This design comes from an exercise in tuning for small area, a short achievable clock period and few clock cycles per item on the open sky130 flow, not from production work.
In this exercise RTL edits were held to simulation tests only and were not proved equivalent to the original.

==> fjord <==
Design eased_frame_time_lookup_unit, start of the top module:
module eased_frame_time_lookup_unit #(
	parameter int MAX_FRAMES = eftl_pkg::MAX_FRAMES_DEF
) (
	input  logic                          clk,
	input  logic                          arst_n,
	input  logic                          cfg_we,
	input  logic [eftl_pkg::CURVE_W-1:0]  cfg_wdata,
	input  logic                          s_tvalid,
	output logic                          s_tready,
	input  logic [eftl_pkg::IN_W-1:0]     s_tdata,
	output logic                          m_tvalid,
	input  logic                          m_tready,
	output logic [eftl_pkg::OUT_W-1:0]    m_tdata
);
Settings: LEC_CHECK=0, CAP_MARGIN=20, CORE_MARGIN=2, CORE_UTILIZATION=40, SETUP_SLACK_MARGIN=5, SLEW_MARGIN=20; clock period 10.0 ns.
run.sh (not shown) runs the stock make flow with config.mk's settings and CLKGATE_MAP_FILE= SYNTH_SCRIPT=/design/flow/synth_recipe.tcl, a recipe that flattens the netlist after the stock synthesis.
==> maple (differences from fjord) <==
--- a/flow/design.v
+++ b/flow/design.v
@@ -76,63 +76,16 @@
 		end
 		l5[0] = fs(l4[0], l4[1], l4[2]);
 		l5[1] = fc(l4[0], l4[1], l4[2]);
 		l5[2] = l4[3];
 		s = fs(l5[0], l5[1], l5[2]);
 		c = fc(l5[0], l5[1], l5[2]);
 	end
 endmodule
-module eftl_mul11 #(
-	parameter int W = 32
-) (
-	input  logic [11*W-1:0] rows,
-	output logic [W-1:0]    s,
-	output logic [W-1:0]    c
-);
-	function automatic logic [W-1:0] fs(input logic [W-1:0] x, input logic [W-1:0] y,
-			input logic [W-1:0] z);
-		fs = x ^ y ^ z;
-	endfunction
-	function automatic logic [W-1:0] fc(input logic [W-1:0] x, input logic [W-1:0] y,
-			input logic [W-1:0] z);
-		fc = ((x & y) | (x & z) | (y & z)) << 1;
-	endfunction
-	logic [W-1:0] r  [11];
-	logic [W-1:0] l1 [8];
-	logic [W-1:0] l2 [6];
-	logic [W-1:0] l3 [4];
-	logic [W-1:0] l4 [3];
-	always_comb begin
-		for (int i = 0; i < 11; i++) begin
-			r[i] = rows[i*W +: W];
-		end
-		for (int k = 0; k < 3; k++) begin
-			l1[2*k]   = fs(r[3*k], r[3*k+1], r[3*k+2]);
-			l1[2*k+1] = fc(r[3*k], r[3*k+1], r[3*k+2]);
-		end
-		l1[6] = r[9];
-		l1[7] = r[10];
-		for (int k = 0; k < 2; k++) begin
-			l2[2*k]   = fs(l1[3*k], l1[3*k+1], l1[3*k+2]);
-			l2[2*k+1] = fc(l1[3*k], l1[3*k+1], l1[3*k+2]);
-		end
-		l2[4] = l1[6];
-		l2[5] = l1[7];
-		for (int k = 0; k < 2; k++) begin
-			l3[2*k]   = fs(l2[3*k], l2[3*k+1], l2[3*k+2]);
-			l3[2*k+1] = fc(l2[3*k], l2[3*k+1], l2[3*k+2]);
-		end
-		l4[0] = fs(l3[0], l3[1], l3[2]);
-		l4[1] = fc(l3[0], l3[1], l3[2]);
-		l4[2] = l3[3];
-		s = fs(l4[0], l4[1], l4[2]);
-		c = fc(l4[0], l4[1], l4[2]);
-	end
-endmodule
 module eftl_ram #(
 	parameter int DEPTH = 64,
 	parameter int ADDR_W = 6,
 	parameter int DATA_W = 16
 ) (
 	input  logic              clk,
 	input  logic              we,
 	input  logic [ADDR_W-1:0] waddr,
@@ -288,68 +241,59 @@
 	logic        sa1, sa2, sa3, sa4, sa5, sa6, sa7, sa8;
 	logic        qry1, qry2, qry3, qry4, qry5, qry6, qry7, qry8, qry9;
 	logic        rd1, rd2, rd3, rd4, rd5, rd6, rd7, rd8, rd9;
 	logic [1:0]  st1, st2, st3, st4, st5, st6, st7, st8, st9;
 	logic [5:0]  wa1, wa2, wa3, wa4, wa5, wa6, wa7, wa8;
 	logic [6:0]  cnt1;
 	logic [2:0]  lst2, lst3, lst4, lst5, lst6, lst7;    
 	logic [1:0]  crv1, crv2;
-	logic [16:0] a1, a2;       
+	logic [16:0] a1, a2, a3, a4;    
 	logic [15:0] h2;           
 	logic [15:0] g2;           
 	logic        cy2;
 	logic [16:0] b3;           
 	logic [17:0] f3, f4;       
 	logic        sm3, sm4;
 	logic [33:0] ms4, mc4;     
 	logic [16:0] a5;           
 	logic [21:0] b5;           
 	logic [37:0] ms6, mc6;     
 	logic        cf6;
 	logic [21:0] tot6, tot7, tot8, tot9;
 	logic [32:0] u7;           
 	logic [21:0] t8;           
 	logic [21:0] bs8;          
-	logic [7:0]  oh8, oh8b;    
+	logic [7:0]  oh8;          
 	logic [2:0]  grp9;
 	logic [15:0] e9a, e9b, e9c, e9d;   
 	logic [16:0] p9a, p9b, p9c;        
 	logic [18:0] r9;
 	always_ff @(posedge clk or negedge arst_n) begin
 		if (!arst_n) begin
 			v1 <= 1'b0; v2 <= 1'b0; v3 <= 1'b0; v4 <= 1'b0; v5 <= 1'b0;
 			v6 <= 1'b0; v7 <= 1'b0; v8 <= 1'b0; v9 <= 1'b0;
 		end else if (!hold) begin
 			v1 <= v0; v2 <= v1; v3 <= v2; v4 <= v3; v5 <= v4;
 			v6 <= v5; v7 <= v6; v8 <= v7; v9 <= v8;
 		end
 	end
 	logic [16*32-1:0] sq_rows;
-	logic [11*32-1:0] sq_rows11;
 	logic [31:0]      sq_s, sq_c;
 	logic [16:0]      sq_lo;
 	always_comb begin
 		sq_rows = '0;
 		for (int i = 0; i < 16; i++) begin
 			sq_rows[i*32 + 2*i] = a1[i];
 			for (int j = i + 1; j < 16; j++) begin
 				sq_rows[i*32 + i + j + 1] = a1[i] & a1[j];
 			end
 		end
 	end
-	always_comb begin
-		for (int i = 0; i < 5; i++) begin
-			sq_rows11[i*32 +: 32] = sq_rows[i*32 +: 32] | sq_rows[(15-i)*32 +: 32];
-		end
-		for (int i = 5; i < 11; i++) begin
-			sq_rows11[i*32 +: 32] = sq_rows[i*32 +: 32];
-		end
-	end
-	eftl_mul11 #(.W(32)) u_sq (.rows(sq_rows11), .s(sq_s), .c(sq_c));
+	eftl_mul #(.W(32)) u_sq (.rows(sq_rows), .s(sq_s), .c(sq_c));
 	assign sq_lo = {1'b0, sq_s[15:0]} + {1'b0, sq_c[15:0]};
 	logic [16:0] s2;
 	logic [16:0] cp2;
 	logic [17:0] f2;
 	logic        sm2;
 	assign s2   = a2[16] ? 17'h10000 : {1'b0, h2 + g2 + 16'(cy2)};
 	assign f2   = 18'd196608 - {a2[16:0], 1'b0};
 	assign sm2  = (crv2 == 2'd3) && !a2[16];
@@ -367,61 +311,52 @@
 		for (int i = 0; i < 16; i++) begin
 			sm_rows[i*34 +: 34] = b3[i] ? (34'(f3) << i) : 34'd0;
 		end
 	end
 	eftl_mul #(.W(34)) u_sm (.rows(sm_rows), .s(sm_s), .c(sm_c));
 	logic [15:0] tab [MAX_FRAMES];
 	logic [33:0] sum4;
 	logic [16:0] c4;
-	logic [15:0] old3, old4;
-	logic [7:0]  rlo3, rhi3;   
-	logic [4:0]  fw3;          
-	logic [15:0] og3 [8];
-	logic [16:0] dl4;
+	logic [15:0] old4;
 	logic [15:0] wd5, wd6, wd7, wd8;
 	assign sum4 = ms4 + mc4;
 	assign c4   = sm4 ? sum4[32:16] : f4[16:0];
 	assign wd5 = a5[15:0];
 	assign wd6 = ms6[15:0];
 	assign wd7 = u7[15:0];
 	assign wd8 = t8[15:0];
 	always_comb begin
-		old3 = '0;
-		for (int j = 0; j < 8; j++) begin
-			og3[j] = '0;
-			for (int k = 0; k < 8; k++) begin
-				og3[j] = og3[j] | (rlo3[k] ? tab[8*j + k] : 16'd0);
-			end
-			old3 = old3 | (rhi3[j] ? og3[j] : 16'd0);
-		end
-		if (fw3[4]) old3 = wd8;
-		if (fw3[3]) old3 = wd7;
-		if (fw3[2]) old3 = wd6;
-		if (fw3[1]) old3 = wd5;
-		if (fw3[0]) old3 = f4[15:0];
+		old4 = tab[wa4];
+		if (v8 && ((set8 || app8) && wa8 == wa4 || sa8)) old4 = wd8;
+		if (v7 && ((set7 || app7) && wa7 == wa4 || sa7)) old4 = wd7;
+		if (v6 && ((set6 || app6) && wa6 == wa4 || sa6)) old4 = wd6;
+		if (v5 && ((set5 || app5) && wa5 == wa4 || sa5)) old4 = wd5;
 	end
 	logic [21:0]      total_q;
 	logic [16*38-1:0] mt_rows;
 	logic [37:0]      mt_s, mt_c;
 	logic [21:0]      tn5;
 	logic [16:0]      dl5;
+	logic [21:0]      tu5, tw5;
 	always_comb begin
 		for (int i = 0; i < 16; i++) begin
 			mt_rows[i*38 +: 38] = a5[i] ? (38'(total_q) << i) : 38'd0;
 		end
 	end
 	eftl_mul #(.W(38)) u_mt (.rows(mt_rows), .s(mt_s), .c(mt_c));
-	assign dl5 = b5[16:0];
-	assign dl4 = set4 ? ({1'b0, f4[15:0]} - {1'b0, old4}) : {1'b0, f4[15:0]};
+	assign dl5 = {1'b0, wd5} + b5[16:0] + 17'd1;
+	assign tu5 = total_q ^ {6'd0, wd5} ^ b5;
+	assign tw5 = {((total_q[20:0] & {5'd0, wd5}) | (total_q[20:0] & b5[20:0]) |
+		({5'd0, wd5} & b5[20:0])), set5};
 	always_comb begin
 		tn5 = total_q;
 		if (clr5)      tn5 = '0;
 		else if (sa5)  tn5 = b5;
-		else if (app5 || set5) tn5 = total_q + b5;
+		else if (app5 || set5) tn5 = tu5 + tw5;
 	end
 	always_ff @(posedge clk or negedge arst_n) begin
 		if (!arst_n) begin
 			total_q <= '0;
 		end else if (!hold && v5) begin
 			total_q <= tn5;
 		end
 	end
@@ -484,17 +419,17 @@
 			end
 		end
 	end
 	logic [15:0] ge8 [8];
 	always_comb begin
 		for (int k = 0; k < 8; k++) begin
 			ge8[k] = '0;
 			for (int j = 0; j < 8; j++) begin
-				ge8[k] = ge8[k] | (((k < 4) ? oh8[j] : oh8b[j]) ? tab[8*j + k] : 16'd0);
+				ge8[k] = ge8[k] | (oh8[j] ? tab[8*j + k] : 16'd0);
 			end
 		end
 	end
 	always_ff @(posedge clk) begin
 		if (!hold && v8) begin
 			for (int i = 0; i < MAX_FRAMES; i++) begin
 				if (sa8 || ((app8 || set8) && wa8 == 6'(i))) begin
 					tab[i] <= wd8;
@@ -546,50 +481,40 @@
 			st1 <= st0; wa1 <= app0 ? count_q[5:0] : slot0; cnt1 <= count_q;
 			crv1 <= crv0; a1 <= qry0 ? x0 : {1'b0, wd0};
 			app2 <= app1; set2 <= set1; clr2 <= clr1; sa2 <= sa1; qry2 <= qry1; rd2 <= rd1;
 			st2 <= st1; wa2 <= wa1; lst2 <= 3'((cnt1 - 7'd1) >> 3);
 			crv2 <= crv1; a2 <= a1;
 			h2 <= qry1 ? sq_s[31:16] : {9'd0, cnt1}; g2 <= sq_c[31:16]; cy2 <= sq_lo[16];
 			app3 <= app2; set3 <= set2; clr3 <= clr2; sa3 <= sa2; qry3 <= qry2; rd3 <= rd2;
 			st3 <= st2; wa3 <= wa2; lst3 <= lst2;
-			for (int j = 0; j < 8; j++) begin
-				rlo3[j] <= (wa2[2:0] == 3'(j));
-				rhi3[j] <= (wa2[5:3] == 3'(j));
-			end
-			fw3[0] <= v3 && ((set3 || app3) && wa3 == wa2 || sa3);
-			fw3[1] <= v4 && ((set4 || app4) && wa4 == wa2 || sa4);
-			fw3[2] <= v5 && ((set5 || app5) && wa5 == wa2 || sa5);
-			fw3[3] <= v6 && ((set6 || app6) && wa6 == wa2 || sa6);
-			fw3[4] <= v7 && ((set7 || app7) && wa7 == wa2 || sa7);
-			b3 <= qry2 ? s2 : {1'b0, h2};
+			a3 <= a2; b3 <= qry2 ? s2 : {1'b0, h2};
 			f3 <= !qry2 ? {2'b0, a2[15:0]} : (sm2 ? f2 : {1'b0, cp2}); sm3 <= sm2;
 			app4 <= app3; set4 <= set3; clr4 <= clr3; sa4 <= sa3; qry4 <= qry3; rd4 <= rd3;
 			st4 <= st3; wa4 <= wa3; lst4 <= lst3;
-			f4 <= f3; sm4 <= sm3; old4 <= old3;
+			a4 <= a3; f4 <= f3; sm4 <= sm3;
 			ms4 <= sm_s; mc4 <= sm_c;
 			app5 <= app4; set5 <= set4; clr5 <= clr4; sa5 <= sa4; qry5 <= qry4; rd5 <= rd4;
 			st5 <= st4; wa5 <= wa4; lst5 <= lst4;
-			a5 <= qry4 ? c4 : {1'b0, f4[15:0]};
-			b5 <= sa4 ? sum4[21:0] : {{5{dl4[16]}}, dl4};
+			a5 <= qry4 ? c4 : a4;
+			b5 <= sa4 ? sum4[21:0] : (set4 ? ~{6'd0, old4} : 22'd0);
 			app6 <= app5; set6 <= set5; sa6 <= sa5; qry6 <= qry5; rd6 <= rd5;
 			st6 <= st5; wa6 <= wa5; lst6 <= lst5;
 			tot6 <= tn5; cf6 <= a5[16];
 			ms6 <= qry5 ? mt_s : {5'd0, dl5, wd5}; mc6 <= mt_c;
 			app7 <= app6; set7 <= set6; sa7 <= sa6; qry7 <= qry6; rd7 <= rd6;
 			st7 <= st6; wa7 <= wa6; lst7 <= lst6;
 			tot7 <= tot6;
 			u7 <= qry6 ? {11'd0, tg6} : ms6[32:0];
 			app8 <= app7; set8 <= set7; sa8 <= sa7; qry8 <= qry7; rd8 <= rd7;
 			st8 <= st7; wa8 <= qry7 ? {grp7, 3'd0} : wa7;
 			tot8 <= tot7;
 			t8 <= qry7 ? u7[21:0] : {6'd0, wd7}; bs8 <= base7;
 			for (int j = 0; j < 8; j++) begin
-				oh8[j]  <= qry7 ? oh7[j] : (wa7[5:3] == 3'(j));
-				oh8b[j] <= qry7 ? oh7[j] : (wa7[5:3] == 3'(j));
+				oh8[j] <= qry7 ? oh7[j] : (wa7[5:3] == 3'(j));
 			end
 			qry9 <= qry8; rd9 <= rd8; st9 <= st8; tot9 <= tot8;
 			grp9 <= wa8[5:3]; r9 <= 19'(t8 - bs8);
 			e9a <= rd8 ? ge8[wa8[2:0]] : ge8[0];
 			e9b <= ge8[2];
 			e9c <= ge8[4];
 			e9d <= ge8[6];
 			p9a <= {1'b0, ge8[0]} + {1'b0, ge8[1]};
- CORE_UTILIZATION: 40 -> 50
- CTS_BUF_LIST: not set -> sky130_fd_sc_hd__clkbuf_8
==> run summary <==
metric                                                              maple                    fjord
Via count of the first global-routing pass                         103.5k                   98.65k
Result of the run                                 complete, no violations  complete, no violations
Dpl hpwl                                                         386.1 mm                 345.7 mm
Total of flip-flops plus latches after synthesis                     2127                     2129
Placed instance area                                          0.1419 mm^2              0.1412 mm^2
GR Util met2                                                       59.38%                   42.83%
Iteration-0 DRC count of the detailed router                       17.68k                   14.92k
Post_cts resized                                                       19                       17
Antenna violations before repair                                       50                       22
Worst-case clock skew                                          0.07854 ns                0.1409 ns
Combined flip-flop and latch cell area                       0.06365 mm^2             0.06371 mm^2
Layout Nets                                                        13.58k                   13.23k
Testbench counts of fjord, summed over its fixed seeds: cycles 6,128, items 5,826.
Testbench counts of maple, summed over its fixed seeds: cycles 6,128, items 5,826.

## re-timing with driven ports
The flow's constraints put no driver on any port. The routed layouts listed below were extracted and timed again, unchanged, in two steps.
Step 1: set_driving_cell puts a clkbuf_16 on clk and a buf_2 on each other input, an assumption about the parent block.
Step 2 times the ports against the registers' clock, not the clock port: input delays grow and output delays shrink by t, the midpoint of the rising clock arrivals with the driver on.
Three values: ideal ports, drivers, drivers and shift; two values: the first two.
run | t, ns | setup slack, ns | hold WS [ns] | clock arrival spread, ns | cell pins on the clock port's net
fjord | 1.068 | 4.957 / 4.957 / 4.957 | 0.413 / 0.413 / 0.413 | 0.148 / 0.148 | 1
maple | 1.193 | 4.921 / 4.921 / 4.921 | 0.402 / 0.402 / 0.402 | 0.084 / 0.084 | 1
After both steps setup and hold are still met in every run listed.
